Background: an optimization exercise with open tools, aiming at small area, a short achievable clock period and few clock cycles per item. Do not read the settings as production practice.
Only the layout flow was run in this run; the RTL was not checked for function there.
No activity file was given, so power comes from the tool's default toggle rates.

**config.mk**
```make
export PLATFORM = sky130hd
export DESIGN_NAME = binary_neuron
export DESIGN_NICKNAME = binary_neuron
export VERILOG_FILES = /design/flow/design.v
export SDC_FILE = /design/flow/constraint.sdc
export NUM_CORES = 4
export LEC_CHECK = 0
export CAP_MARGIN = 20
export CORE_MARGIN = 2
export CORE_UTILIZATION = 40
export SLEW_MARGIN = 20
export SYNTH_HIERARCHICAL = 1
export SYNTH_MINIMUM_KEEP_SIZE = 0
```
**constraint.sdc**
```tcl
create_clock -name core_clock -period 6.0 [get_ports {clk}]
set_input_delay 1.2000 -clock core_clock [delete_from_list [all_inputs] [get_ports {clk}]]
set_output_delay 1.2000 -clock core_clock [all_outputs]
set_load 0.01 [all_outputs]
```
**design.v**
```verilog
`timescale 1ns/10ps
module csa_fa (
    input  logic a,
    input  logic b,
    input  logic c,
    output logic s,
    output logic co
);
    assign {co, s} = {1'b0, a} + {1'b0, b} + {1'b0, c};
endmodule
`timescale 1ns/10ps
module binary_neuron (
    input  logic                    clk,
    input  logic                    reset,
    input  logic                    in_valid,
    output logic                    in_ready,
    input  logic [320:0]            in_req,
    output logic                    out_valid,
    input  logic                    out_ready,
    output logic [9:0]              out_sum
);
    wire p1_0 = in_req[318] ^ (~in_req[64] & in_req[317]);
    wire p2_0 = in_req[319] ^ (~in_req[64] & (in_req[317] | in_req[318]));
    wire q3_0 = ~(in_req[320] ^ (~in_req[64] & (in_req[317] | in_req[318] | in_req[319])));
    wire p1_1 = in_req[314] ^ (~in_req[63] & in_req[313]);
    wire p2_1 = in_req[315] ^ (~in_req[63] & (in_req[313] | in_req[314]));
    wire q3_1 = ~(in_req[316] ^ (~in_req[63] & (in_req[313] | in_req[314] | in_req[315])));
    wire p1_2 = in_req[310] ^ (~in_req[62] & in_req[309]);
    wire p2_2 = in_req[311] ^ (~in_req[62] & (in_req[309] | in_req[310]));
    wire q3_2 = ~(in_req[312] ^ (~in_req[62] & (in_req[309] | in_req[310] | in_req[311])));
    wire p1_3 = in_req[306] ^ (~in_req[61] & in_req[305]);
    wire p2_3 = in_req[307] ^ (~in_req[61] & (in_req[305] | in_req[306]));
    wire q3_3 = ~(in_req[308] ^ (~in_req[61] & (in_req[305] | in_req[306] | in_req[307])));
    wire p1_4 = in_req[302] ^ (~in_req[60] & in_req[301]);
    wire p2_4 = in_req[303] ^ (~in_req[60] & (in_req[301] | in_req[302]));
    wire q3_4 = ~(in_req[304] ^ (~in_req[60] & (in_req[301] | in_req[302] | in_req[303])));
    wire p1_5 = in_req[298] ^ (~in_req[59] & in_req[297]);
    wire p2_5 = in_req[299] ^ (~in_req[59] & (in_req[297] | in_req[298]));
    wire q3_5 = ~(in_req[300] ^ (~in_req[59] & (in_req[297] | in_req[298] | in_req[299])));
    wire p1_6 = in_req[294] ^ (~in_req[58] & in_req[293]);
    wire p2_6 = in_req[295] ^ (~in_req[58] & (in_req[293] | in_req[294]));
    wire q3_6 = ~(in_req[296] ^ (~in_req[58] & (in_req[293] | in_req[294] | in_req[295])));
    wire p1_7 = in_req[290] ^ (~in_req[57] & in_req[289]);
    wire p2_7 = in_req[291] ^ (~in_req[57] & (in_req[289] | in_req[290]));
    wire q3_7 = ~(in_req[292] ^ (~in_req[57] & (in_req[289] | in_req[290] | in_req[291])));
    wire p1_8 = in_req[286] ^ (~in_req[56] & in_req[285]);
    wire p2_8 = in_req[287] ^ (~in_req[56] & (in_req[285] | in_req[286]));
    wire q3_8 = ~(in_req[288] ^ (~in_req[56] & (in_req[285] | in_req[286] | in_req[287])));
    wire p1_9 = in_req[282] ^ (~in_req[55] & in_req[281]);
    wire p2_9 = in_req[283] ^ (~in_req[55] & (in_req[281] | in_req[282]));
    wire q3_9 = ~(in_req[284] ^ (~in_req[55] & (in_req[281] | in_req[282] | in_req[283])));
    wire p1_10 = in_req[278] ^ (~in_req[54] & in_req[277]);
    wire p2_10 = in_req[279] ^ (~in_req[54] & (in_req[277] | in_req[278]));
    wire q3_10 = ~(in_req[280] ^ (~in_req[54] & (in_req[277] | in_req[278] | in_req[279])));
    wire p1_11 = in_req[274] ^ (~in_req[53] & in_req[273]);
    wire p2_11 = in_req[275] ^ (~in_req[53] & (in_req[273] | in_req[274]));
    wire q3_11 = ~(in_req[276] ^ (~in_req[53] & (in_req[273] | in_req[274] | in_req[275])));
    wire p1_12 = in_req[270] ^ (~in_req[52] & in_req[269]);
    wire p2_12 = in_req[271] ^ (~in_req[52] & (in_req[269] | in_req[270]));
    wire q3_12 = ~(in_req[272] ^ (~in_req[52] & (in_req[269] | in_req[270] | in_req[271])));
    wire p1_13 = in_req[266] ^ (~in_req[51] & in_req[265]);
    wire p2_13 = in_req[267] ^ (~in_req[51] & (in_req[265] | in_req[266]));
    wire q3_13 = ~(in_req[268] ^ (~in_req[51] & (in_req[265] | in_req[266] | in_req[267])));
    wire p1_14 = in_req[262] ^ (~in_req[50] & in_req[261]);
    wire p2_14 = in_req[263] ^ (~in_req[50] & (in_req[261] | in_req[262]));
    wire q3_14 = ~(in_req[264] ^ (~in_req[50] & (in_req[261] | in_req[262] | in_req[263])));
    wire p1_15 = in_req[258] ^ (~in_req[49] & in_req[257]);
    wire p2_15 = in_req[259] ^ (~in_req[49] & (in_req[257] | in_req[258]));
    wire q3_15 = ~(in_req[260] ^ (~in_req[49] & (in_req[257] | in_req[258] | in_req[259])));
    wire p1_16 = in_req[254] ^ (~in_req[48] & in_req[253]);
    wire p2_16 = in_req[255] ^ (~in_req[48] & (in_req[253] | in_req[254]));
    wire q3_16 = ~(in_req[256] ^ (~in_req[48] & (in_req[253] | in_req[254] | in_req[255])));
    wire p1_17 = in_req[250] ^ (~in_req[47] & in_req[249]);
    wire p2_17 = in_req[251] ^ (~in_req[47] & (in_req[249] | in_req[250]));
    wire q3_17 = ~(in_req[252] ^ (~in_req[47] & (in_req[249] | in_req[250] | in_req[251])));
    wire p1_18 = in_req[246] ^ (~in_req[46] & in_req[245]);
    wire p2_18 = in_req[247] ^ (~in_req[46] & (in_req[245] | in_req[246]));
    wire q3_18 = ~(in_req[248] ^ (~in_req[46] & (in_req[245] | in_req[246] | in_req[247])));
    wire p1_19 = in_req[242] ^ (~in_req[45] & in_req[241]);
    wire p2_19 = in_req[243] ^ (~in_req[45] & (in_req[241] | in_req[242]));
    wire q3_19 = ~(in_req[244] ^ (~in_req[45] & (in_req[241] | in_req[242] | in_req[243])));
    wire p1_20 = in_req[238] ^ (~in_req[44] & in_req[237]);
    wire p2_20 = in_req[239] ^ (~in_req[44] & (in_req[237] | in_req[238]));
    wire q3_20 = ~(in_req[240] ^ (~in_req[44] & (in_req[237] | in_req[238] | in_req[239])));
    wire p1_21 = in_req[234] ^ (~in_req[43] & in_req[233]);
    wire p2_21 = in_req[235] ^ (~in_req[43] & (in_req[233] | in_req[234]));
    wire q3_21 = ~(in_req[236] ^ (~in_req[43] & (in_req[233] | in_req[234] | in_req[235])));
    wire p1_22 = in_req[230] ^ (~in_req[42] & in_req[229]);
    wire p2_22 = in_req[231] ^ (~in_req[42] & (in_req[229] | in_req[230]));
    wire q3_22 = ~(in_req[232] ^ (~in_req[42] & (in_req[229] | in_req[230] | in_req[231])));
    wire p1_23 = in_req[226] ^ (~in_req[41] & in_req[225]);
    wire p2_23 = in_req[227] ^ (~in_req[41] & (in_req[225] | in_req[226]));
    wire q3_23 = ~(in_req[228] ^ (~in_req[41] & (in_req[225] | in_req[226] | in_req[227])));
    wire p1_24 = in_req[222] ^ (~in_req[40] & in_req[221]);
    wire p2_24 = in_req[223] ^ (~in_req[40] & (in_req[221] | in_req[222]));
    wire q3_24 = ~(in_req[224] ^ (~in_req[40] & (in_req[221] | in_req[222] | in_req[223])));
    wire p1_25 = in_req[218] ^ (~in_req[39] & in_req[217]);
    wire p2_25 = in_req[219] ^ (~in_req[39] & (in_req[217] | in_req[218]));
    wire q3_25 = ~(in_req[220] ^ (~in_req[39] & (in_req[217] | in_req[218] | in_req[219])));
    wire p1_26 = in_req[214] ^ (~in_req[38] & in_req[213]);
    wire p2_26 = in_req[215] ^ (~in_req[38] & (in_req[213] | in_req[214]));
    wire q3_26 = ~(in_req[216] ^ (~in_req[38] & (in_req[213] | in_req[214] | in_req[215])));
    wire p1_27 = in_req[210] ^ (~in_req[37] & in_req[209]);
    wire p2_27 = in_req[211] ^ (~in_req[37] & (in_req[209] | in_req[210]));
    wire q3_27 = ~(in_req[212] ^ (~in_req[37] & (in_req[209] | in_req[210] | in_req[211])));
    wire p1_28 = in_req[206] ^ (~in_req[36] & in_req[205]);
    wire p2_28 = in_req[207] ^ (~in_req[36] & (in_req[205] | in_req[206]));
    wire q3_28 = ~(in_req[208] ^ (~in_req[36] & (in_req[205] | in_req[206] | in_req[207])));
    wire p1_29 = in_req[202] ^ (~in_req[35] & in_req[201]);
    wire p2_29 = in_req[203] ^ (~in_req[35] & (in_req[201] | in_req[202]));
    wire q3_29 = ~(in_req[204] ^ (~in_req[35] & (in_req[201] | in_req[202] | in_req[203])));
    wire p1_30 = in_req[198] ^ (~in_req[34] & in_req[197]);
    wire p2_30 = in_req[199] ^ (~in_req[34] & (in_req[197] | in_req[198]));
    wire q3_30 = ~(in_req[200] ^ (~in_req[34] & (in_req[197] | in_req[198] | in_req[199])));
    wire p1_31 = in_req[194] ^ (~in_req[33] & in_req[193]);
    wire p2_31 = in_req[195] ^ (~in_req[33] & (in_req[193] | in_req[194]));
    wire q3_31 = ~(in_req[196] ^ (~in_req[33] & (in_req[193] | in_req[194] | in_req[195])));
    wire p1_32 = in_req[190] ^ (~in_req[32] & in_req[189]);
    wire p2_32 = in_req[191] ^ (~in_req[32] & (in_req[189] | in_req[190]));
    wire q3_32 = ~(in_req[192] ^ (~in_req[32] & (in_req[189] | in_req[190] | in_req[191])));
    wire p1_33 = in_req[186] ^ (~in_req[31] & in_req[185]);
    wire p2_33 = in_req[187] ^ (~in_req[31] & (in_req[185] | in_req[186]));
    wire q3_33 = ~(in_req[188] ^ (~in_req[31] & (in_req[185] | in_req[186] | in_req[187])));
    wire p1_34 = in_req[182] ^ (~in_req[30] & in_req[181]);
    wire p2_34 = in_req[183] ^ (~in_req[30] & (in_req[181] | in_req[182]));
    wire q3_34 = ~(in_req[184] ^ (~in_req[30] & (in_req[181] | in_req[182] | in_req[183])));
    wire p1_35 = in_req[178] ^ (~in_req[29] & in_req[177]);
    wire p2_35 = in_req[179] ^ (~in_req[29] & (in_req[177] | in_req[178]));
    wire q3_35 = ~(in_req[180] ^ (~in_req[29] & (in_req[177] | in_req[178] | in_req[179])));
    wire p1_36 = in_req[174] ^ (~in_req[28] & in_req[173]);
    wire p2_36 = in_req[175] ^ (~in_req[28] & (in_req[173] | in_req[174]));
    wire q3_36 = ~(in_req[176] ^ (~in_req[28] & (in_req[173] | in_req[174] | in_req[175])));
    wire p1_37 = in_req[170] ^ (~in_req[27] & in_req[169]);
    wire p2_37 = in_req[171] ^ (~in_req[27] & (in_req[169] | in_req[170]));
    wire q3_37 = ~(in_req[172] ^ (~in_req[27] & (in_req[169] | in_req[170] | in_req[171])));
    wire p1_38 = in_req[166] ^ (~in_req[26] & in_req[165]);
    wire p2_38 = in_req[167] ^ (~in_req[26] & (in_req[165] | in_req[166]));
    wire q3_38 = ~(in_req[168] ^ (~in_req[26] & (in_req[165] | in_req[166] | in_req[167])));
    wire p1_39 = in_req[162] ^ (~in_req[25] & in_req[161]);
    wire p2_39 = in_req[163] ^ (~in_req[25] & (in_req[161] | in_req[162]));
    wire q3_39 = ~(in_req[164] ^ (~in_req[25] & (in_req[161] | in_req[162] | in_req[163])));
    wire p1_40 = in_req[158] ^ (~in_req[24] & in_req[157]);
    wire p2_40 = in_req[159] ^ (~in_req[24] & (in_req[157] | in_req[158]));
    wire q3_40 = ~(in_req[160] ^ (~in_req[24] & (in_req[157] | in_req[158] | in_req[159])));
    wire p1_41 = in_req[154] ^ (~in_req[23] & in_req[153]);
    wire p2_41 = in_req[155] ^ (~in_req[23] & (in_req[153] | in_req[154]));
    wire q3_41 = ~(in_req[156] ^ (~in_req[23] & (in_req[153] | in_req[154] | in_req[155])));
    wire p1_42 = in_req[150] ^ (~in_req[22] & in_req[149]);
    wire p2_42 = in_req[151] ^ (~in_req[22] & (in_req[149] | in_req[150]));
    wire q3_42 = ~(in_req[152] ^ (~in_req[22] & (in_req[149] | in_req[150] | in_req[151])));
    wire p1_43 = in_req[146] ^ (~in_req[21] & in_req[145]);
    wire p2_43 = in_req[147] ^ (~in_req[21] & (in_req[145] | in_req[146]));
    wire q3_43 = ~(in_req[148] ^ (~in_req[21] & (in_req[145] | in_req[146] | in_req[147])));
    wire p1_44 = in_req[142] ^ (~in_req[20] & in_req[141]);
    wire p2_44 = in_req[143] ^ (~in_req[20] & (in_req[141] | in_req[142]));
    wire q3_44 = ~(in_req[144] ^ (~in_req[20] & (in_req[141] | in_req[142] | in_req[143])));
    wire p1_45 = in_req[138] ^ (~in_req[19] & in_req[137]);
    wire p2_45 = in_req[139] ^ (~in_req[19] & (in_req[137] | in_req[138]));
    wire q3_45 = ~(in_req[140] ^ (~in_req[19] & (in_req[137] | in_req[138] | in_req[139])));
    wire p1_46 = in_req[134] ^ (~in_req[18] & in_req[133]);
    wire p2_46 = in_req[135] ^ (~in_req[18] & (in_req[133] | in_req[134]));
    wire q3_46 = ~(in_req[136] ^ (~in_req[18] & (in_req[133] | in_req[134] | in_req[135])));
    wire p1_47 = in_req[130] ^ (~in_req[17] & in_req[129]);
    wire p2_47 = in_req[131] ^ (~in_req[17] & (in_req[129] | in_req[130]));
    wire q3_47 = ~(in_req[132] ^ (~in_req[17] & (in_req[129] | in_req[130] | in_req[131])));
    wire p1_48 = in_req[126] ^ (~in_req[16] & in_req[125]);
    wire p2_48 = in_req[127] ^ (~in_req[16] & (in_req[125] | in_req[126]));
    wire q3_48 = ~(in_req[128] ^ (~in_req[16] & (in_req[125] | in_req[126] | in_req[127])));
    wire p1_49 = in_req[122] ^ (~in_req[15] & in_req[121]);
    wire p2_49 = in_req[123] ^ (~in_req[15] & (in_req[121] | in_req[122]));
    wire q3_49 = ~(in_req[124] ^ (~in_req[15] & (in_req[121] | in_req[122] | in_req[123])));
    wire p1_50 = in_req[118] ^ (~in_req[14] & in_req[117]);
    wire p2_50 = in_req[119] ^ (~in_req[14] & (in_req[117] | in_req[118]));
    wire q3_50 = ~(in_req[120] ^ (~in_req[14] & (in_req[117] | in_req[118] | in_req[119])));
    wire p1_51 = in_req[114] ^ (~in_req[13] & in_req[113]);
    wire p2_51 = in_req[115] ^ (~in_req[13] & (in_req[113] | in_req[114]));
    wire q3_51 = ~(in_req[116] ^ (~in_req[13] & (in_req[113] | in_req[114] | in_req[115])));
    wire p1_52 = in_req[110] ^ (~in_req[12] & in_req[109]);
    wire p2_52 = in_req[111] ^ (~in_req[12] & (in_req[109] | in_req[110]));
    wire q3_52 = ~(in_req[112] ^ (~in_req[12] & (in_req[109] | in_req[110] | in_req[111])));
    wire p1_53 = in_req[106] ^ (~in_req[11] & in_req[105]);
    wire p2_53 = in_req[107] ^ (~in_req[11] & (in_req[105] | in_req[106]));
    wire q3_53 = ~(in_req[108] ^ (~in_req[11] & (in_req[105] | in_req[106] | in_req[107])));
    wire p1_54 = in_req[102] ^ (~in_req[10] & in_req[101]);
    wire p2_54 = in_req[103] ^ (~in_req[10] & (in_req[101] | in_req[102]));
    wire q3_54 = ~(in_req[104] ^ (~in_req[10] & (in_req[101] | in_req[102] | in_req[103])));
    wire p1_55 = in_req[98] ^ (~in_req[9] & in_req[97]);
    wire p2_55 = in_req[99] ^ (~in_req[9] & (in_req[97] | in_req[98]));
    wire q3_55 = ~(in_req[100] ^ (~in_req[9] & (in_req[97] | in_req[98] | in_req[99])));
    wire p1_56 = in_req[94] ^ (~in_req[8] & in_req[93]);
    wire p2_56 = in_req[95] ^ (~in_req[8] & (in_req[93] | in_req[94]));
    wire q3_56 = ~(in_req[96] ^ (~in_req[8] & (in_req[93] | in_req[94] | in_req[95])));
    wire p1_57 = in_req[90] ^ (~in_req[7] & in_req[89]);
    wire p2_57 = in_req[91] ^ (~in_req[7] & (in_req[89] | in_req[90]));
    wire q3_57 = ~(in_req[92] ^ (~in_req[7] & (in_req[89] | in_req[90] | in_req[91])));
    wire p1_58 = in_req[86] ^ (~in_req[6] & in_req[85]);
    wire p2_58 = in_req[87] ^ (~in_req[6] & (in_req[85] | in_req[86]));
    wire q3_58 = ~(in_req[88] ^ (~in_req[6] & (in_req[85] | in_req[86] | in_req[87])));
    wire p1_59 = in_req[82] ^ (~in_req[5] & in_req[81]);
    wire p2_59 = in_req[83] ^ (~in_req[5] & (in_req[81] | in_req[82]));
    wire q3_59 = ~(in_req[84] ^ (~in_req[5] & (in_req[81] | in_req[82] | in_req[83])));
    wire p1_60 = in_req[78] ^ (~in_req[4] & in_req[77]);
    wire p2_60 = in_req[79] ^ (~in_req[4] & (in_req[77] | in_req[78]));
    wire q3_60 = ~(in_req[80] ^ (~in_req[4] & (in_req[77] | in_req[78] | in_req[79])));
    wire p1_61 = in_req[74] ^ (~in_req[3] & in_req[73]);
    wire p2_61 = in_req[75] ^ (~in_req[3] & (in_req[73] | in_req[74]));
    wire q3_61 = ~(in_req[76] ^ (~in_req[3] & (in_req[73] | in_req[74] | in_req[75])));
    wire p1_62 = in_req[70] ^ (~in_req[2] & in_req[69]);
    wire p2_62 = in_req[71] ^ (~in_req[2] & (in_req[69] | in_req[70]));
    wire q3_62 = ~(in_req[72] ^ (~in_req[2] & (in_req[69] | in_req[70] | in_req[71])));
    wire p1_63 = in_req[66] ^ (~in_req[1] & in_req[65]);
    wire p2_63 = in_req[67] ^ (~in_req[1] & (in_req[65] | in_req[66]));
    wire q3_63 = ~(in_req[68] ^ (~in_req[1] & (in_req[65] | in_req[66] | in_req[67])));
    logic r_s147;
    logic r_s149;
    logic r_c64;
    logic r_s151;
    logic r_s153;
    logic r_s155;
    logic r_s245;
    logic r_c152;
    logic r_c154;
    logic r_c156;
    logic r_s247;
    logic r_s249;
    logic r_s251;
    logic r_s253;
    logic r_s255;
    logic r_s257;
    logic r_s259;
    logic r_c250;
    logic r_s349;
    logic r_c252;
    logic r_c254;
    logic r_c256;
    logic r_s351;
    logic r_s353;
    logic r_s355;
    logic r_s357;
    logic r_s359;
    logic r_s361;
    logic r_s363;
    logic r_c258;
    logic r_c260;
    logic r_s365;
    logic r_s367;
    logic r_s369;
    logic r_s407;
    logic r_s409;
    logic r_c360;
    logic r_c362;
    logic r_c364;
    logic r_s411;
    logic r_s413;
    logic r_s415;
    logic r_s417;
    logic r_s419;
    logic r_c366;
    logic r_c368;
    logic r_s421;
    logic r_c370;
    logic r_s423;
    logic r_s425;
    logic r_s453;
    logic r_s455;
    logic r_c422;
    logic r_c424;
    logic r_c426;
    logic r_s457;
    logic r_s459;
    logic r_s461;
    logic r_c458;
    logic r_c460;
    logic r_c462;
    logic r_s483;
    logic r_c484;
    logic r_s63;
    wire s1 = ~(in_req[317] ^ in_req[313]);
    wire c2 = in_req[317] | in_req[313];
    wire s3, c4;
    csa_fa u_s3 (.a(in_req[309]), .b(in_req[305]), .c(in_req[301]), .s(s3), .co(c4));
    wire s5, c6;
    csa_fa u_s5 (.a(in_req[297]), .b(in_req[293]), .c(in_req[289]), .s(s5), .co(c6));
    wire s7, c8;
    csa_fa u_s7 (.a(in_req[285]), .b(in_req[281]), .c(in_req[277]), .s(s7), .co(c8));
    wire s9, c10;
    csa_fa u_s9 (.a(in_req[273]), .b(in_req[269]), .c(in_req[265]), .s(s9), .co(c10));
    wire s11, c12;
    csa_fa u_s11 (.a(in_req[261]), .b(in_req[257]), .c(in_req[253]), .s(s11), .co(c12));
    wire s13, c14;
    csa_fa u_s13 (.a(in_req[249]), .b(in_req[245]), .c(in_req[241]), .s(s13), .co(c14));
    wire s15, c16;
    csa_fa u_s15 (.a(in_req[237]), .b(in_req[233]), .c(in_req[229]), .s(s15), .co(c16));
    wire s17, c18;
    csa_fa u_s17 (.a(in_req[225]), .b(in_req[221]), .c(in_req[217]), .s(s17), .co(c18));
    wire s19, c20;
    csa_fa u_s19 (.a(in_req[213]), .b(in_req[209]), .c(in_req[205]), .s(s19), .co(c20));
    wire s21, c22;
    csa_fa u_s21 (.a(in_req[201]), .b(in_req[197]), .c(in_req[193]), .s(s21), .co(c22));
    wire s23, c24;
    csa_fa u_s23 (.a(in_req[189]), .b(in_req[185]), .c(in_req[181]), .s(s23), .co(c24));
    wire s25, c26;
    csa_fa u_s25 (.a(in_req[177]), .b(in_req[173]), .c(in_req[169]), .s(s25), .co(c26));
    wire s27, c28;
    csa_fa u_s27 (.a(in_req[165]), .b(in_req[161]), .c(in_req[157]), .s(s27), .co(c28));
    wire s29, c30;
    csa_fa u_s29 (.a(in_req[153]), .b(in_req[149]), .c(in_req[145]), .s(s29), .co(c30));
    wire s31, c32;
    csa_fa u_s31 (.a(in_req[141]), .b(in_req[137]), .c(in_req[133]), .s(s31), .co(c32));
    wire s33, c34;
    csa_fa u_s33 (.a(in_req[129]), .b(in_req[125]), .c(in_req[121]), .s(s33), .co(c34));
    wire s35, c36;
    csa_fa u_s35 (.a(in_req[117]), .b(in_req[113]), .c(in_req[109]), .s(s35), .co(c36));
    wire s37, c38;
    csa_fa u_s37 (.a(in_req[105]), .b(in_req[101]), .c(in_req[97]), .s(s37), .co(c38));
    wire s39, c40;
    csa_fa u_s39 (.a(in_req[93]), .b(in_req[89]), .c(in_req[85]), .s(s39), .co(c40));
    wire s41, c42;
    csa_fa u_s41 (.a(in_req[81]), .b(in_req[77]), .c(in_req[73]), .s(s41), .co(c42));
    wire s43, c44;
    csa_fa u_s43 (.a(in_req[69]), .b(in_req[65]), .c(s1), .s(s43), .co(c44));
    wire s45, c46;
    csa_fa u_s45 (.a(s3), .b(s5), .c(s7), .s(s45), .co(c46));
    wire s47, c48;
    csa_fa u_s47 (.a(s9), .b(s11), .c(s13), .s(s47), .co(c48));
    wire s49, c50;
    csa_fa u_s49 (.a(s15), .b(s17), .c(s19), .s(s49), .co(c50));
    wire s51, c52;
    csa_fa u_s51 (.a(s21), .b(s23), .c(s25), .s(s51), .co(c52));
    wire s53, c54;
    csa_fa u_s53 (.a(s27), .b(s29), .c(s31), .s(s53), .co(c54));
    wire s55, c56;
    csa_fa u_s55 (.a(s33), .b(s35), .c(s37), .s(s55), .co(c56));
    wire s57, c58;
    csa_fa u_s57 (.a(s39), .b(s41), .c(s43), .s(s57), .co(c58));
    wire s59, c60;
    csa_fa u_s59 (.a(s45), .b(s47), .c(s49), .s(s59), .co(c60));
    wire s61, c62;
    csa_fa u_s61 (.a(s51), .b(s53), .c(s55), .s(s61), .co(c62));
    wire s63, c64;
    csa_fa u_s63 (.a(s57), .b(s59), .c(s61), .s(s63), .co(c64));
    wire s65 = ~(in_req[0] ^ p1_0);
    wire c66 = in_req[0] | p1_0;
    wire s67, c68;
    csa_fa u_s67 (.a(p1_1), .b(p1_2), .c(p1_3), .s(s67), .co(c68));
    wire s69, c70;
    csa_fa u_s69 (.a(p1_4), .b(p1_5), .c(p1_6), .s(s69), .co(c70));
    wire s71, c72;
    csa_fa u_s71 (.a(p1_7), .b(p1_8), .c(p1_9), .s(s71), .co(c72));
    wire s73, c74;
    csa_fa u_s73 (.a(p1_10), .b(p1_11), .c(p1_12), .s(s73), .co(c74));
    wire s75, c76;
    csa_fa u_s75 (.a(p1_13), .b(p1_14), .c(p1_15), .s(s75), .co(c76));
    wire s77, c78;
    csa_fa u_s77 (.a(p1_16), .b(p1_17), .c(p1_18), .s(s77), .co(c78));
    wire s79, c80;
    csa_fa u_s79 (.a(p1_19), .b(p1_20), .c(p1_21), .s(s79), .co(c80));
    wire s81, c82;
    csa_fa u_s81 (.a(p1_22), .b(p1_23), .c(p1_24), .s(s81), .co(c82));
    wire s83, c84;
    csa_fa u_s83 (.a(p1_25), .b(p1_26), .c(p1_27), .s(s83), .co(c84));
    wire s85, c86;
    csa_fa u_s85 (.a(p1_28), .b(p1_29), .c(p1_30), .s(s85), .co(c86));
    wire s87, c88;
    csa_fa u_s87 (.a(p1_31), .b(p1_32), .c(p1_33), .s(s87), .co(c88));
    wire s89, c90;
    csa_fa u_s89 (.a(p1_34), .b(p1_35), .c(p1_36), .s(s89), .co(c90));
    wire s91, c92;
    csa_fa u_s91 (.a(p1_37), .b(p1_38), .c(p1_39), .s(s91), .co(c92));
    wire s93, c94;
    csa_fa u_s93 (.a(p1_40), .b(p1_41), .c(p1_42), .s(s93), .co(c94));
    wire s95, c96;
    csa_fa u_s95 (.a(p1_43), .b(p1_44), .c(p1_45), .s(s95), .co(c96));
    wire s97, c98;
    csa_fa u_s97 (.a(p1_46), .b(p1_47), .c(p1_48), .s(s97), .co(c98));
    wire s99, c100;
    csa_fa u_s99 (.a(p1_49), .b(p1_50), .c(p1_51), .s(s99), .co(c100));
    wire s101, c102;
    csa_fa u_s101 (.a(p1_52), .b(p1_53), .c(p1_54), .s(s101), .co(c102));
    wire s103, c104;
    csa_fa u_s103 (.a(p1_55), .b(p1_56), .c(p1_57), .s(s103), .co(c104));
    wire s105, c106;
    csa_fa u_s105 (.a(p1_58), .b(p1_59), .c(p1_60), .s(s105), .co(c106));
    wire s107, c108;
    csa_fa u_s107 (.a(p1_61), .b(p1_62), .c(p1_63), .s(s107), .co(c108));
    wire s109, c110;
    csa_fa u_s109 (.a(c2), .b(c4), .c(c6), .s(s109), .co(c110));
    wire s111, c112;
    csa_fa u_s111 (.a(c8), .b(c10), .c(c12), .s(s111), .co(c112));
    wire s113, c114;
    csa_fa u_s113 (.a(c14), .b(c16), .c(c18), .s(s113), .co(c114));
    wire s115, c116;
    csa_fa u_s115 (.a(c20), .b(c22), .c(c24), .s(s115), .co(c116));
    wire s117, c118;
    csa_fa u_s117 (.a(c26), .b(c28), .c(c30), .s(s117), .co(c118));
    wire s119, c120;
    csa_fa u_s119 (.a(c32), .b(c34), .c(c36), .s(s119), .co(c120));
    wire s121, c122;
    csa_fa u_s121 (.a(c38), .b(c40), .c(c42), .s(s121), .co(c122));
    wire s123, c124;
    csa_fa u_s123 (.a(s65), .b(s67), .c(s69), .s(s123), .co(c124));
    wire s125, c126;
    csa_fa u_s125 (.a(s71), .b(s73), .c(s75), .s(s125), .co(c126));
    wire s127, c128;
    csa_fa u_s127 (.a(s77), .b(s79), .c(s81), .s(s127), .co(c128));
    wire s129, c130;
    csa_fa u_s129 (.a(s83), .b(s85), .c(s87), .s(s129), .co(c130));
    wire s131, c132;
    csa_fa u_s131 (.a(s89), .b(s91), .c(s93), .s(s131), .co(c132));
    wire s133, c134;
    csa_fa u_s133 (.a(s95), .b(s97), .c(s99), .s(s133), .co(c134));
    wire s135, c136;
    csa_fa u_s135 (.a(s101), .b(s103), .c(s105), .s(s135), .co(c136));
    wire s137, c138;
    csa_fa u_s137 (.a(s107), .b(c44), .c(c46), .s(s137), .co(c138));
    wire s139, c140;
    csa_fa u_s139 (.a(c48), .b(c50), .c(c52), .s(s139), .co(c140));
    wire s141, c142;
    csa_fa u_s141 (.a(c54), .b(c56), .c(s109), .s(s141), .co(c142));
    wire s143, c144;
    csa_fa u_s143 (.a(s111), .b(s113), .c(s115), .s(s143), .co(c144));
    wire s145, c146;
    csa_fa u_s145 (.a(s117), .b(s119), .c(s121), .s(s145), .co(c146));
    wire s147, c148;
    csa_fa u_s147 (.a(s123), .b(s125), .c(s127), .s(s147), .co(c148));
    wire s149, c150;
    csa_fa u_s149 (.a(s129), .b(s131), .c(s133), .s(s149), .co(c150));
    wire s151, c152;
    csa_fa u_s151 (.a(s135), .b(c58), .c(c60), .s(s151), .co(c152));
    wire s153, c154;
    csa_fa u_s153 (.a(c62), .b(s137), .c(s139), .s(s153), .co(c154));
    wire s155, c156;
    csa_fa u_s155 (.a(s141), .b(s143), .c(s145), .s(s155), .co(c156));
    wire s157, c158;
    csa_fa u_s157 (.a(r_s147), .b(r_s149), .c(r_c64), .s(s157), .co(c158));
    wire s159, c160;
    csa_fa u_s159 (.a(r_s151), .b(r_s153), .c(r_s155), .s(s159), .co(c160));
    wire s161 = ~(p2_0 ^ p2_1);
    wire c162 = p2_0 | p2_1;
    wire s163, c164;
    csa_fa u_s163 (.a(p2_2), .b(p2_3), .c(p2_4), .s(s163), .co(c164));
    wire s165, c166;
    csa_fa u_s165 (.a(p2_5), .b(p2_6), .c(p2_7), .s(s165), .co(c166));
    wire s167, c168;
    csa_fa u_s167 (.a(p2_8), .b(p2_9), .c(p2_10), .s(s167), .co(c168));
    wire s169, c170;
    csa_fa u_s169 (.a(p2_11), .b(p2_12), .c(p2_13), .s(s169), .co(c170));
    wire s171, c172;
    csa_fa u_s171 (.a(p2_14), .b(p2_15), .c(p2_16), .s(s171), .co(c172));
    wire s173, c174;
    csa_fa u_s173 (.a(p2_17), .b(p2_18), .c(p2_19), .s(s173), .co(c174));
    wire s175, c176;
    csa_fa u_s175 (.a(p2_20), .b(p2_21), .c(p2_22), .s(s175), .co(c176));
    wire s177, c178;
    csa_fa u_s177 (.a(p2_23), .b(p2_24), .c(p2_25), .s(s177), .co(c178));
    wire s179, c180;
    csa_fa u_s179 (.a(p2_26), .b(p2_27), .c(p2_28), .s(s179), .co(c180));
    wire s181, c182;
    csa_fa u_s181 (.a(p2_29), .b(p2_30), .c(p2_31), .s(s181), .co(c182));
    wire s183, c184;
    csa_fa u_s183 (.a(p2_32), .b(p2_33), .c(p2_34), .s(s183), .co(c184));
    wire s185, c186;
    csa_fa u_s185 (.a(p2_35), .b(p2_36), .c(p2_37), .s(s185), .co(c186));
    wire s187, c188;
    csa_fa u_s187 (.a(p2_38), .b(p2_39), .c(p2_40), .s(s187), .co(c188));
    wire s189, c190;
    csa_fa u_s189 (.a(p2_41), .b(p2_42), .c(p2_43), .s(s189), .co(c190));
    wire s191, c192;
    csa_fa u_s191 (.a(p2_44), .b(p2_45), .c(p2_46), .s(s191), .co(c192));
    wire s193, c194;
    csa_fa u_s193 (.a(p2_47), .b(p2_48), .c(p2_49), .s(s193), .co(c194));
    wire s195, c196;
    csa_fa u_s195 (.a(p2_50), .b(p2_51), .c(p2_52), .s(s195), .co(c196));
    wire s197, c198;
    csa_fa u_s197 (.a(p2_53), .b(p2_54), .c(p2_55), .s(s197), .co(c198));
    wire s199, c200;
    csa_fa u_s199 (.a(p2_56), .b(p2_57), .c(p2_58), .s(s199), .co(c200));
    wire s201, c202;
    csa_fa u_s201 (.a(p2_59), .b(p2_60), .c(p2_61), .s(s201), .co(c202));
    wire s203, c204;
    csa_fa u_s203 (.a(p2_62), .b(p2_63), .c(c66), .s(s203), .co(c204));
    wire s205, c206;
    csa_fa u_s205 (.a(c68), .b(c70), .c(c72), .s(s205), .co(c206));
    wire s207, c208;
    csa_fa u_s207 (.a(c74), .b(c76), .c(c78), .s(s207), .co(c208));
    wire s209, c210;
    csa_fa u_s209 (.a(c80), .b(c82), .c(c84), .s(s209), .co(c210));
    wire s211, c212;
    csa_fa u_s211 (.a(c86), .b(c88), .c(c90), .s(s211), .co(c212));
    wire s213, c214;
    csa_fa u_s213 (.a(c92), .b(c94), .c(c96), .s(s213), .co(c214));
    wire s215, c216;
    csa_fa u_s215 (.a(c98), .b(c100), .c(c102), .s(s215), .co(c216));
    wire s217, c218;
    csa_fa u_s217 (.a(c104), .b(c106), .c(c108), .s(s217), .co(c218));
    wire s219, c220;
    csa_fa u_s219 (.a(c110), .b(c112), .c(c114), .s(s219), .co(c220));
    wire s221, c222;
    csa_fa u_s221 (.a(c116), .b(c118), .c(c120), .s(s221), .co(c222));
    wire s223, c224;
    csa_fa u_s223 (.a(c122), .b(s161), .c(s163), .s(s223), .co(c224));
    wire s225, c226;
    csa_fa u_s225 (.a(s165), .b(s167), .c(s169), .s(s225), .co(c226));
    wire s227, c228;
    csa_fa u_s227 (.a(s171), .b(s173), .c(s175), .s(s227), .co(c228));
    wire s229, c230;
    csa_fa u_s229 (.a(s177), .b(s179), .c(s181), .s(s229), .co(c230));
    wire s231, c232;
    csa_fa u_s231 (.a(s183), .b(s185), .c(s187), .s(s231), .co(c232));
    wire s233, c234;
    csa_fa u_s233 (.a(s189), .b(s191), .c(s193), .s(s233), .co(c234));
    wire s235, c236;
    csa_fa u_s235 (.a(s195), .b(s197), .c(s199), .s(s235), .co(c236));
    wire s237, c238;
    csa_fa u_s237 (.a(s201), .b(s203), .c(s205), .s(s237), .co(c238));
    wire s239, c240;
    csa_fa u_s239 (.a(s207), .b(s209), .c(s211), .s(s239), .co(c240));
    wire s241, c242;
    csa_fa u_s241 (.a(s213), .b(s215), .c(s217), .s(s241), .co(c242));
    wire s243, c244;
    csa_fa u_s243 (.a(c124), .b(c126), .c(c128), .s(s243), .co(c244));
    wire s245, c246;
    csa_fa u_s245 (.a(c130), .b(c132), .c(c134), .s(s245), .co(c246));
    wire s247, c248;
    csa_fa u_s247 (.a(c136), .b(c138), .c(c140), .s(s247), .co(c248));
    wire s249, c250;
    csa_fa u_s249 (.a(c142), .b(c144), .c(c146), .s(s249), .co(c250));
    wire s251, c252;
    csa_fa u_s251 (.a(s219), .b(s221), .c(s223), .s(s251), .co(c252));
    wire s253, c254;
    csa_fa u_s253 (.a(s225), .b(s227), .c(s229), .s(s253), .co(c254));
    wire s255, c256;
    csa_fa u_s255 (.a(s231), .b(s233), .c(s235), .s(s255), .co(c256));
    wire s257, c258;
    csa_fa u_s257 (.a(s237), .b(s239), .c(s241), .s(s257), .co(c258));
    wire s259, c260;
    csa_fa u_s259 (.a(c148), .b(c150), .c(s243), .s(s259), .co(c260));
    wire s261, c262;
    csa_fa u_s261 (.a(r_s245), .b(r_c152), .c(r_c154), .s(s261), .co(c262));
    wire s263, c264;
    csa_fa u_s263 (.a(r_c156), .b(r_s247), .c(r_s249), .s(s263), .co(c264));
    wire s265, c266;
    csa_fa u_s265 (.a(r_s251), .b(r_s253), .c(r_s255), .s(s265), .co(c266));
    wire s267, c268;
    csa_fa u_s267 (.a(r_s257), .b(r_s259), .c(c158), .s(s267), .co(c268));
    wire s269, c270;
    csa_fa u_s269 (.a(c160), .b(s261), .c(s263), .s(s269), .co(c270));
    wire s271, c272;
    csa_fa u_s271 (.a(s265), .b(s267), .c(s269), .s(s271), .co(c272));
    wire s273 = ~(q3_0 ^ q3_1);
    wire c274 = q3_0 | q3_1;
    wire s275, c276;
    csa_fa u_s275 (.a(q3_2), .b(q3_3), .c(q3_4), .s(s275), .co(c276));
    wire s277, c278;
    csa_fa u_s277 (.a(q3_5), .b(q3_6), .c(q3_7), .s(s277), .co(c278));
    wire s279, c280;
    csa_fa u_s279 (.a(q3_8), .b(q3_9), .c(q3_10), .s(s279), .co(c280));
    wire s281, c282;
    csa_fa u_s281 (.a(q3_11), .b(q3_12), .c(q3_13), .s(s281), .co(c282));
    wire s283, c284;
    csa_fa u_s283 (.a(q3_14), .b(q3_15), .c(q3_16), .s(s283), .co(c284));
    wire s285, c286;
    csa_fa u_s285 (.a(q3_17), .b(q3_18), .c(q3_19), .s(s285), .co(c286));
    wire s287, c288;
    csa_fa u_s287 (.a(q3_20), .b(q3_21), .c(q3_22), .s(s287), .co(c288));
    wire s289, c290;
    csa_fa u_s289 (.a(q3_23), .b(q3_24), .c(q3_25), .s(s289), .co(c290));
    wire s291, c292;
    csa_fa u_s291 (.a(q3_26), .b(q3_27), .c(q3_28), .s(s291), .co(c292));
    wire s293, c294;
    csa_fa u_s293 (.a(q3_29), .b(q3_30), .c(q3_31), .s(s293), .co(c294));
    wire s295, c296;
    csa_fa u_s295 (.a(q3_32), .b(q3_33), .c(q3_34), .s(s295), .co(c296));
    wire s297, c298;
    csa_fa u_s297 (.a(q3_35), .b(q3_36), .c(q3_37), .s(s297), .co(c298));
    wire s299, c300;
    csa_fa u_s299 (.a(q3_38), .b(q3_39), .c(q3_40), .s(s299), .co(c300));
    wire s301, c302;
    csa_fa u_s301 (.a(q3_41), .b(q3_42), .c(q3_43), .s(s301), .co(c302));
    wire s303, c304;
    csa_fa u_s303 (.a(q3_44), .b(q3_45), .c(q3_46), .s(s303), .co(c304));
    wire s305, c306;
    csa_fa u_s305 (.a(q3_47), .b(q3_48), .c(q3_49), .s(s305), .co(c306));
    wire s307, c308;
    csa_fa u_s307 (.a(q3_50), .b(q3_51), .c(q3_52), .s(s307), .co(c308));
    wire s309, c310;
    csa_fa u_s309 (.a(q3_53), .b(q3_54), .c(q3_55), .s(s309), .co(c310));
    wire s311, c312;
    csa_fa u_s311 (.a(q3_56), .b(q3_57), .c(q3_58), .s(s311), .co(c312));
    wire s313, c314;
    csa_fa u_s313 (.a(q3_59), .b(q3_60), .c(q3_61), .s(s313), .co(c314));
    wire s315, c316;
    csa_fa u_s315 (.a(q3_62), .b(q3_63), .c(c162), .s(s315), .co(c316));
    wire s317, c318;
    csa_fa u_s317 (.a(c164), .b(c166), .c(c168), .s(s317), .co(c318));
    wire s319, c320;
    csa_fa u_s319 (.a(c170), .b(c172), .c(c174), .s(s319), .co(c320));
    wire s321, c322;
    csa_fa u_s321 (.a(c176), .b(c178), .c(c180), .s(s321), .co(c322));
    wire s323, c324;
    csa_fa u_s323 (.a(c182), .b(c184), .c(c186), .s(s323), .co(c324));
    wire s325, c326;
    csa_fa u_s325 (.a(c188), .b(c190), .c(c192), .s(s325), .co(c326));
    wire s327, c328;
    csa_fa u_s327 (.a(c194), .b(c196), .c(c198), .s(s327), .co(c328));
    wire s329, c330;
    csa_fa u_s329 (.a(c200), .b(c202), .c(s273), .s(s329), .co(c330));
    wire s331, c332;
    csa_fa u_s331 (.a(s275), .b(s277), .c(s279), .s(s331), .co(c332));
    wire s333, c334;
    csa_fa u_s333 (.a(s281), .b(s283), .c(s285), .s(s333), .co(c334));
    wire s335, c336;
    csa_fa u_s335 (.a(s287), .b(s289), .c(s291), .s(s335), .co(c336));
    wire s337, c338;
    csa_fa u_s337 (.a(s293), .b(s295), .c(s297), .s(s337), .co(c338));
    wire s339, c340;
    csa_fa u_s339 (.a(s299), .b(s301), .c(s303), .s(s339), .co(c340));
    wire s341, c342;
    csa_fa u_s341 (.a(s305), .b(s307), .c(s309), .s(s341), .co(c342));
    wire s343, c344;
    csa_fa u_s343 (.a(s311), .b(s313), .c(c204), .s(s343), .co(c344));
    wire s345, c346;
    csa_fa u_s345 (.a(c206), .b(c208), .c(c210), .s(s345), .co(c346));
    wire s347, c348;
    csa_fa u_s347 (.a(c212), .b(c214), .c(c216), .s(s347), .co(c348));
    wire s349, c350;
    csa_fa u_s349 (.a(c218), .b(c220), .c(c222), .s(s349), .co(c350));
    wire s351, c352;
    csa_fa u_s351 (.a(c224), .b(c226), .c(c228), .s(s351), .co(c352));
    wire s353, c354;
    csa_fa u_s353 (.a(c230), .b(c232), .c(c234), .s(s353), .co(c354));
    wire s355, c356;
    csa_fa u_s355 (.a(c236), .b(s315), .c(s317), .s(s355), .co(c356));
    wire s357, c358;
    csa_fa u_s357 (.a(s319), .b(s321), .c(s323), .s(s357), .co(c358));
    wire s359, c360;
    csa_fa u_s359 (.a(s325), .b(s327), .c(s329), .s(s359), .co(c360));
    wire s361, c362;
    csa_fa u_s361 (.a(s331), .b(s333), .c(s335), .s(s361), .co(c362));
    wire s363, c364;
    csa_fa u_s363 (.a(s337), .b(s339), .c(s341), .s(s363), .co(c364));
    wire s365, c366;
    csa_fa u_s365 (.a(c238), .b(c240), .c(c242), .s(s365), .co(c366));
    wire s367, c368;
    csa_fa u_s367 (.a(c244), .b(c246), .c(s343), .s(s367), .co(c368));
    wire s369, c370;
    csa_fa u_s369 (.a(s345), .b(s347), .c(c248), .s(s369), .co(c370));
    wire s371, c372;
    csa_fa u_s371 (.a(r_c250), .b(r_s349), .c(r_c252), .s(s371), .co(c372));
    wire s373, c374;
    csa_fa u_s373 (.a(r_c254), .b(r_c256), .c(r_s351), .s(s373), .co(c374));
    wire s375, c376;
    csa_fa u_s375 (.a(r_s353), .b(r_s355), .c(r_s357), .s(s375), .co(c376));
    wire s377, c378;
    csa_fa u_s377 (.a(r_s359), .b(r_s361), .c(r_s363), .s(s377), .co(c378));
    wire s379, c380;
    csa_fa u_s379 (.a(r_c258), .b(r_c260), .c(r_s365), .s(s379), .co(c380));
    wire s381, c382;
    csa_fa u_s381 (.a(r_s367), .b(c262), .c(c264), .s(s381), .co(c382));
    wire s383, c384;
    csa_fa u_s383 (.a(r_s369), .b(c266), .c(s371), .s(s383), .co(c384));
    wire s385, c386;
    csa_fa u_s385 (.a(s373), .b(s375), .c(s377), .s(s385), .co(c386));
    wire s387, c388;
    csa_fa u_s387 (.a(s379), .b(c268), .c(c270), .s(s387), .co(c388));
    wire s389, c390;
    csa_fa u_s389 (.a(s381), .b(s383), .c(s385), .s(s389), .co(c390));
    wire s391, c392;
    csa_fa u_s391 (.a(c272), .b(s387), .c(s389), .s(s391), .co(c392));
    wire s393 = ~(c274 ^ c276);
    wire c394 = c274 | c276;
    wire s395, c396;
    csa_fa u_s395 (.a(c278), .b(c280), .c(c282), .s(s395), .co(c396));
    wire s397, c398;
    csa_fa u_s397 (.a(c284), .b(c286), .c(c288), .s(s397), .co(c398));
    wire s399, c400;
    csa_fa u_s399 (.a(c290), .b(c292), .c(c294), .s(s399), .co(c400));
    wire s401, c402;
    csa_fa u_s401 (.a(c296), .b(c298), .c(c300), .s(s401), .co(c402));
    wire s403, c404;
    csa_fa u_s403 (.a(c302), .b(c304), .c(c306), .s(s403), .co(c404));
    wire s405, c406;
    csa_fa u_s405 (.a(c308), .b(c310), .c(c312), .s(s405), .co(c406));
    wire s407, c408;
    csa_fa u_s407 (.a(c314), .b(c316), .c(c318), .s(s407), .co(c408));
    wire s409, c410;
    csa_fa u_s409 (.a(c320), .b(c322), .c(c324), .s(s409), .co(c410));
    wire s411, c412;
    csa_fa u_s411 (.a(c326), .b(c328), .c(c330), .s(s411), .co(c412));
    wire s413, c414;
    csa_fa u_s413 (.a(c332), .b(c334), .c(c336), .s(s413), .co(c414));
    wire s415, c416;
    csa_fa u_s415 (.a(c338), .b(c340), .c(c342), .s(s415), .co(c416));
    wire s417, c418;
    csa_fa u_s417 (.a(s393), .b(s395), .c(s397), .s(s417), .co(c418));
    wire s419, c420;
    csa_fa u_s419 (.a(s399), .b(s401), .c(s403), .s(s419), .co(c420));
    wire s421, c422;
    csa_fa u_s421 (.a(s405), .b(c344), .c(c346), .s(s421), .co(c422));
    wire s423, c424;
    csa_fa u_s423 (.a(c348), .b(c350), .c(c352), .s(s423), .co(c424));
    wire s425, c426;
    csa_fa u_s425 (.a(c354), .b(c356), .c(c358), .s(s425), .co(c426));
    wire s427, c428;
    csa_fa u_s427 (.a(r_s407), .b(r_s409), .c(r_c360), .s(s427), .co(c428));
    wire s429, c430;
    csa_fa u_s429 (.a(r_c362), .b(r_c364), .c(r_s411), .s(s429), .co(c430));
    wire s431, c432;
    csa_fa u_s431 (.a(r_s413), .b(r_s415), .c(r_s417), .s(s431), .co(c432));
    wire s433, c434;
    csa_fa u_s433 (.a(r_s419), .b(r_c366), .c(r_c368), .s(s433), .co(c434));
    wire s435, c436;
    csa_fa u_s435 (.a(r_s421), .b(r_c370), .c(c372), .s(s435), .co(c436));
    wire s437, c438;
    csa_fa u_s437 (.a(c374), .b(c376), .c(r_s423), .s(s437), .co(c438));
    wire s439, c440;
    csa_fa u_s439 (.a(r_s425), .b(c378), .c(s427), .s(s439), .co(c440));
    wire s441, c442;
    csa_fa u_s441 (.a(s429), .b(s431), .c(c380), .s(s441), .co(c442));
    wire s443, c444;
    csa_fa u_s443 (.a(s433), .b(c382), .c(c384), .s(s443), .co(c444));
    wire s445, c446;
    csa_fa u_s445 (.a(s435), .b(s437), .c(c386), .s(s445), .co(c446));
    wire s447, c448;
    csa_fa u_s447 (.a(s439), .b(s441), .c(c388), .s(s447), .co(c448));
    wire s449, c450;
    csa_fa u_s449 (.a(s443), .b(c390), .c(s445), .s(s449), .co(c450));
    wire s451, c452;
    csa_fa u_s451 (.a(s447), .b(c392), .c(s449), .s(s451), .co(c452));
    wire s453 = ~(c394 ^ c396);
    wire c454 = c394 | c396;
    wire s455, c456;
    csa_fa u_s455 (.a(c398), .b(c400), .c(c402), .s(s455), .co(c456));
    wire s457, c458;
    csa_fa u_s457 (.a(c404), .b(c406), .c(c408), .s(s457), .co(c458));
    wire s459, c460;
    csa_fa u_s459 (.a(c410), .b(c412), .c(c414), .s(s459), .co(c460));
    wire s461, c462;
    csa_fa u_s461 (.a(c416), .b(c418), .c(c420), .s(s461), .co(c462));
    wire s463, c464;
    csa_fa u_s463 (.a(r_s453), .b(r_s455), .c(r_c422), .s(s463), .co(c464));
    wire s465, c466;
    csa_fa u_s465 (.a(r_c424), .b(r_c426), .c(r_s457), .s(s465), .co(c466));
    wire s467, c468;
    csa_fa u_s467 (.a(c428), .b(c430), .c(c432), .s(s467), .co(c468));
    wire s469, c470;
    csa_fa u_s469 (.a(r_s459), .b(r_s461), .c(c434), .s(s469), .co(c470));
    wire s471, c472;
    csa_fa u_s471 (.a(s463), .b(c436), .c(c438), .s(s471), .co(c472));
    wire s473, c474;
    csa_fa u_s473 (.a(s465), .b(c440), .c(s467), .s(s473), .co(c474));
    wire s475, c476;
    csa_fa u_s475 (.a(c442), .b(s469), .c(c444), .s(s475), .co(c476));
    wire s477, c478;
    csa_fa u_s477 (.a(s471), .b(c446), .c(s473), .s(s477), .co(c478));
    wire s479, c480;
    csa_fa u_s479 (.a(c448), .b(s475), .c(c450), .s(s479), .co(c480));
    wire s481, c482;
    csa_fa u_s481 (.a(s477), .b(s479), .c(c452), .s(s481), .co(c482));
    wire s483 = ~(c454 ^ c456);
    wire c484 = c454 | c456;
    wire s485, c486;
    csa_fa u_s485 (.a(r_c458), .b(r_c460), .c(r_c462), .s(s485), .co(c486));
    wire s487, c488;
    csa_fa u_s487 (.a(r_s483), .b(c464), .c(c466), .s(s487), .co(c488));
    wire s489, c490;
    csa_fa u_s489 (.a(c468), .b(s485), .c(c470), .s(s489), .co(c490));
    wire s491, c492;
    csa_fa u_s491 (.a(c472), .b(s487), .c(c474), .s(s491), .co(c492));
    wire s493, c494;
    csa_fa u_s493 (.a(s489), .b(c476), .c(c478), .s(s493), .co(c494));
    wire s495, c496;
    csa_fa u_s495 (.a(s491), .b(c480), .c(s493), .s(s495), .co(c496));
    wire s497 = ~(r_c484 ^ c486);
    wire c498 = r_c484 | c486;
    wire s499, c500;
    csa_fa u_s499 (.a(c488), .b(s497), .c(c490), .s(s499), .co(c500));
    wire s501, c502;
    csa_fa u_s501 (.a(c492), .b(s499), .c(c494), .s(s501), .co(c502));
    wire s503 = ~(c498 ^ c500);
    wire c504 = c498 | c500;
    wire [9:0] row_a = {c504, s503, c496, s495, s481, s451, s391, s271, s157, r_s63};
    wire [9:0] row_b = {1'b0, c502, s501, c482, 1'b0, 1'b0, 1'b0, 1'b0, s159, 1'b0};
    wire [9:0] total = row_a + row_b;
    logic s1_valid;
    logic out_free;
    assign out_free = !out_valid || out_ready;
    assign in_ready = !s1_valid || out_free;
    always_ff @(posedge clk) begin
        if (reset) begin
            s1_valid <= 1'b0;
        end else if (in_ready) begin
            s1_valid <= in_valid;
        end
    end
    always_ff @(posedge clk) begin
        if (in_valid && in_ready) begin
            r_s147 <= s147;
            r_s149 <= s149;
            r_c64 <= c64;
            r_s151 <= s151;
            r_s153 <= s153;
            r_s155 <= s155;
            r_s245 <= s245;
            r_c152 <= c152;
            r_c154 <= c154;
            r_c156 <= c156;
            r_s247 <= s247;
            r_s249 <= s249;
            r_s251 <= s251;
            r_s253 <= s253;
            r_s255 <= s255;
            r_s257 <= s257;
            r_s259 <= s259;
            r_c250 <= c250;
            r_s349 <= s349;
            r_c252 <= c252;
            r_c254 <= c254;
            r_c256 <= c256;
            r_s351 <= s351;
            r_s353 <= s353;
            r_s355 <= s355;
            r_s357 <= s357;
            r_s359 <= s359;
            r_s361 <= s361;
            r_s363 <= s363;
            r_c258 <= c258;
            r_c260 <= c260;
            r_s365 <= s365;
            r_s367 <= s367;
            r_s369 <= s369;
            r_s407 <= s407;
            r_s409 <= s409;
            r_c360 <= c360;
            r_c362 <= c362;
            r_c364 <= c364;
            r_s411 <= s411;
            r_s413 <= s413;
            r_s415 <= s415;
            r_s417 <= s417;
            r_s419 <= s419;
            r_c366 <= c366;
            r_c368 <= c368;
            r_s421 <= s421;
            r_c370 <= c370;
            r_s423 <= s423;
            r_s425 <= s425;
            r_s453 <= s453;
            r_s455 <= s455;
            r_c422 <= c422;
            r_c424 <= c424;
            r_c426 <= c426;
            r_s457 <= s457;
            r_s459 <= s459;
            r_s461 <= s461;
            r_c458 <= c458;
            r_c460 <= c460;
            r_c462 <= c462;
            r_s483 <= s483;
            r_c484 <= c484;
            r_s63 <= s63;
        end
    end
    always_ff @(posedge clk) begin
        if (reset) begin
            out_valid <= 1'b0;
        end else if (out_free) begin
            out_valid <= s1_valid;
        end
    end
    always_ff @(posedge clk) begin
        if (s1_valid && out_free) begin
            out_sum <= total;
        end
    end
endmodule
```
**run.sh**
```bash
#!/bin/bash
# synth_recipe.tcl (not shown) runs the flow's synth.tcl, then flattens the netlist and writes it again
# the make line also repeats each setting of config.mk as NAME=value (left out here)
make -C /OpenROAD-flow-scripts/flow DESIGN_CONFIG=/design/flow/config.mk WORK_HOME=/design/flow/orfs CLKGATE_MAP_FILE= SYNTH_SCRIPT=/design/flow/synth_recipe.tcl finish
```
==> results.py <==
metrics = {
    "global_routing": {
        "grt_pass1_vias": 8243,
        "grt-ovfl-total": 0,
        "grt.total_usage_pct": 24.33,
        "antenna_found_initial": 1,
        "grt_max_degree": 37,
        "grt_pass1_wl_mm": 49.09,
    },
    "routing": {
        "drt-initial-drc-count": 431,
        "firstDrtPassIters": 4,
        "wire_per_inst_um": 21.18,
        "vias": 7512,
        "wl_mm": 33.60,
        "ant_nets": 0,
        "drt-vias-per-instance": 4.736,
        "drc_errors": 0,
    },
    "power_and_ir_drop": {
        "p_leak_nw": 5.410,
        "vdd_drop_max_v": 0.001466,
        "power_mw": 10.65,
        "power_density_mw_per_mm2": 717.8,
    },
    "placed_design": {
        "dp_hpwl_mm": 31.58,
        "finalWeightedCongestion": 0.8938,
        "dp_cells": 1569,
        "dpl_cell_area_mm2": 0.01451,
        "dp_slack_ps": 1497,
        "port-buffer-count": 336,
    },
    "synth": {
        "async_flop_share_pct": 0,
        "synth_nets": 1479,
        "ys_warn_count": 7,
        "ys_top_cells_by_area": "fa_1 45%, edfxtp_1 21%, xnor2_1 11%",
        "synth_top_flop_cell": "edfxtp_1",
        "synth_edf_count": 74,
        "synth_area_per_cell_um2": 11.93,
        "netlist.area_leader.share_pct": 45.45,
        "ys_ff_latch": 76,
        "synth_top_cell_by_area": "fa_1",
        "synth_area_mm2": 0.01070,
        "syn_inst": 897,
        "yosysMostFrequentCell": "fa_1",
        "ys_types": 23,
        "synth_common_cells": "243 x fa_1, 195 x nor2_1, 130 x xnor2_1, 74 x edfxtp_1, 68 x xor2_1",
        "yosysSeqAreaShare_pct": 21.13,
    },
    "cells_and_area": {
        "largest_register_ffs": 10,
        "final_cells": 1586,
        "final_area_mm2": 0.01483,
        "drive_gt1_share_pct": 1.600,
        "largest-register": "out_sum",
        "nFillCells": 2234,
        "nets": 1827,
        "finish.utilization_pct": 56.76,
        "areaGrowthSynthToFinish_pct": 38.56,
    },
    "setup_path": {
        "r2r-start": "r_c254",
        "cp.depth": 10,
        "critical_path.max_fanout": 3,
        "slowest_stage": "fa_1",
        "start_kind": "flip-flop",
        "path_cells": "fa_1 -> fa_1 -> fa_1 -> fa_1 -> fa_1 -> fa_1 -> ha_1 -> nand3_1 -> o2111a_1 -> nor3_2",
        "cpPeakStageDelay_ps": 510,
        "cpMostUsedCell": "fa_1",
        "cp_data_arrival_time_ps": 4490,
        "cp_num_buf_inv": 0,
        "r2r_cells": 10,
        "crit_family": "adder cells",
        "cp-end-kind": "flip-flop",
        "worstSetupPathType": "flip-flop to flip-flop",
        "startpoint": "r_c254",
        "crit_required_ps": 6190,
    },
    "sta": {
        "setup_ws_ps": 1704,
        "skew_ps": 9.454,
        "tns_ps": 0,
        "hold_viol": 0,
        "worst-slew-pin-transition_ps": 998.1,
        "rsz0062_at_grt": "no",
        "final.min_clock_period_ps": 4296,
        "maxSlewViolCount": 0,
        "slew_headroom_pct": 33.31,
        "setup_viol": 0,
        "whs_ps": 427.8,
        "finalCritPeriodShare_pct": 71.60,
        "max_freq_mhz": 232.8,
    },
    "cts": {
        "cts-htree-levels": 3,
        "hold_buffers": 0,
        "clock-sinks": 76,
        "post_cts_buffers": 0,
        "cts_tree": "built",
        "numCtsBuffers": 9,
        "root_buffer": "clkbuf_16",
        "path_clk_slew_ps": 60,
        "clockBufferDepth": 2,
        "insertion_delay_ps": 340,
        "ctsResizeCount": 0,
    },
    "floorplan": {
        "core-area_mm2": 0.02613,
        "die_area_mm2": 0.02808,
        "start_util_pct": 40.96,
        "io_pins": 337,
        "fp.dieW_um": 167.6,
        "die_h_um": 167.6,
        "num_rows": 59,
    },
    "min_path": {
        "hold_depth": 0,
        "hold_class": "flip-flop to flip-flop",
        "min_from": "r_s63",
    },
    "job": {
        "drv_cap": 0,
    },
    "status": {
        "status": "no timing/DRC/antenna violations",
    },
}
-- cells by family after synthesis --
| logic type | share of synthesized area, % |
|---|---|
| compound gates | 0.4441 |
| xor+xnor | 16.20 |
| flops | 21.13 |
| simple gates | 14.30 |
| buf+inv | 0.8416 |
| fa+ha+maj | 47.08 |
-- where the power goes --
group	total [mW]	switching, mW	internal (mW)
Clock	0.594	0.225	0.370
Combinational	8.37	4.38	3.99
Sequential	1.69	0.159	1.53
Total	10.6	4.76	5.89
-- per-module statistics from Yosys, one instance, submodules excluded --
module	flip-flops and latches	copies in the design
binary_neuron	76	1
csa_fa	0	243
-- path summary, 6_finish.rpt --
path,endpoint,slack [ps]
max,out_sum[9],1700
min reg2reg,out_sum[0],430
min,out_sum[0],430
max reg2reg,out_sum[9],1700
-- cell type report --
type	count	area, um2	share of cell area [%]
clock buffers	10	229.0	1.544
inverters	24	90.09	0.6074
flip-flops and latches	76	2262	15.25
multi-input cells	797	8363	56.39
well taps	335	419.2	2.826
clock inverters	6	95.09	0.6411
diodes	1	2.502	0.01687
repair buffers	337	3371	22.73
-- routing by layer --
metal  wire length, um  GRT usage, %
met4               393         4.008
met1             14100         32.29
met2             17310         43.17
met5                 0             0
met3              1789         3.663
-- cell usage in the layout (no fill, tap or decap) --
| cell | count |
|---|---|
| clkdlybuf4s50_1 | 336 |
| fa_1 | 243 |
| nor2_1 | 195 |
| xnor2_1 | 130 |
| edfxtp_1 | 74 |
| xor2_1 | 68 |
| nor3_1 | 65 |
| nand2b_1 | 64 |
| inv_1 | 24 |
| ha_1 | 14 |
| clkbuf_16 | 9 |
| inv_6 | 3 |
| nand3_1 | 2 |
| a21oi_1 | 2 |
| nand2_1 | 2 |
| nor2b_1 | 2 |
| bufinv_16 | 2 |
| dfxtp_1 | 2 |
| diode_2 | 1 |
| and3_2 | 1 |
| nand3_2 | 1 |
| nand4_1 | 1 |
| o21ai_1 | 1 |
| o21bai_1 | 1 |
| o2111a_1 | 1 |
| or3b_1 | 1 |
| o221ai_1 | 1 |
| nor3_2 | 1 |
| a21oi_4 | 1 |
| clkinv_4 | 1 |
| clkbuf_1 | 1 |
| buf_4 | 1 |

-- afterwards: timing with drivers on the ports --
No port has a modelled driver above. Below, the same layout with a new extraction and two added sets of constraints.
Step 1, drivers: a clkbuf_16 drives clk and a buf_2 each remaining input, both assumed.
Step 2 moves the port delays by t, midway between the first and last clock arrival at a register: inputs arrive t later, outputs are due t later. That takes back most of the time a late clock gives input paths.
Slacks: ideal / step 1 / step 2; pairs: ideal / step 1.
shift t [ns]: 0.382
slack for setup (ns): 1.704 / 1.704 / 1.491
worst register clock-pin slew, ns: 0.07 / 0.07
worst data-port slew with drivers (ns): 0.09
After both steps setup and hold are still met in this run. For this run, drivers alone change the setup slack by 0.000 ns; drivers and shift together by -0.213 ns.
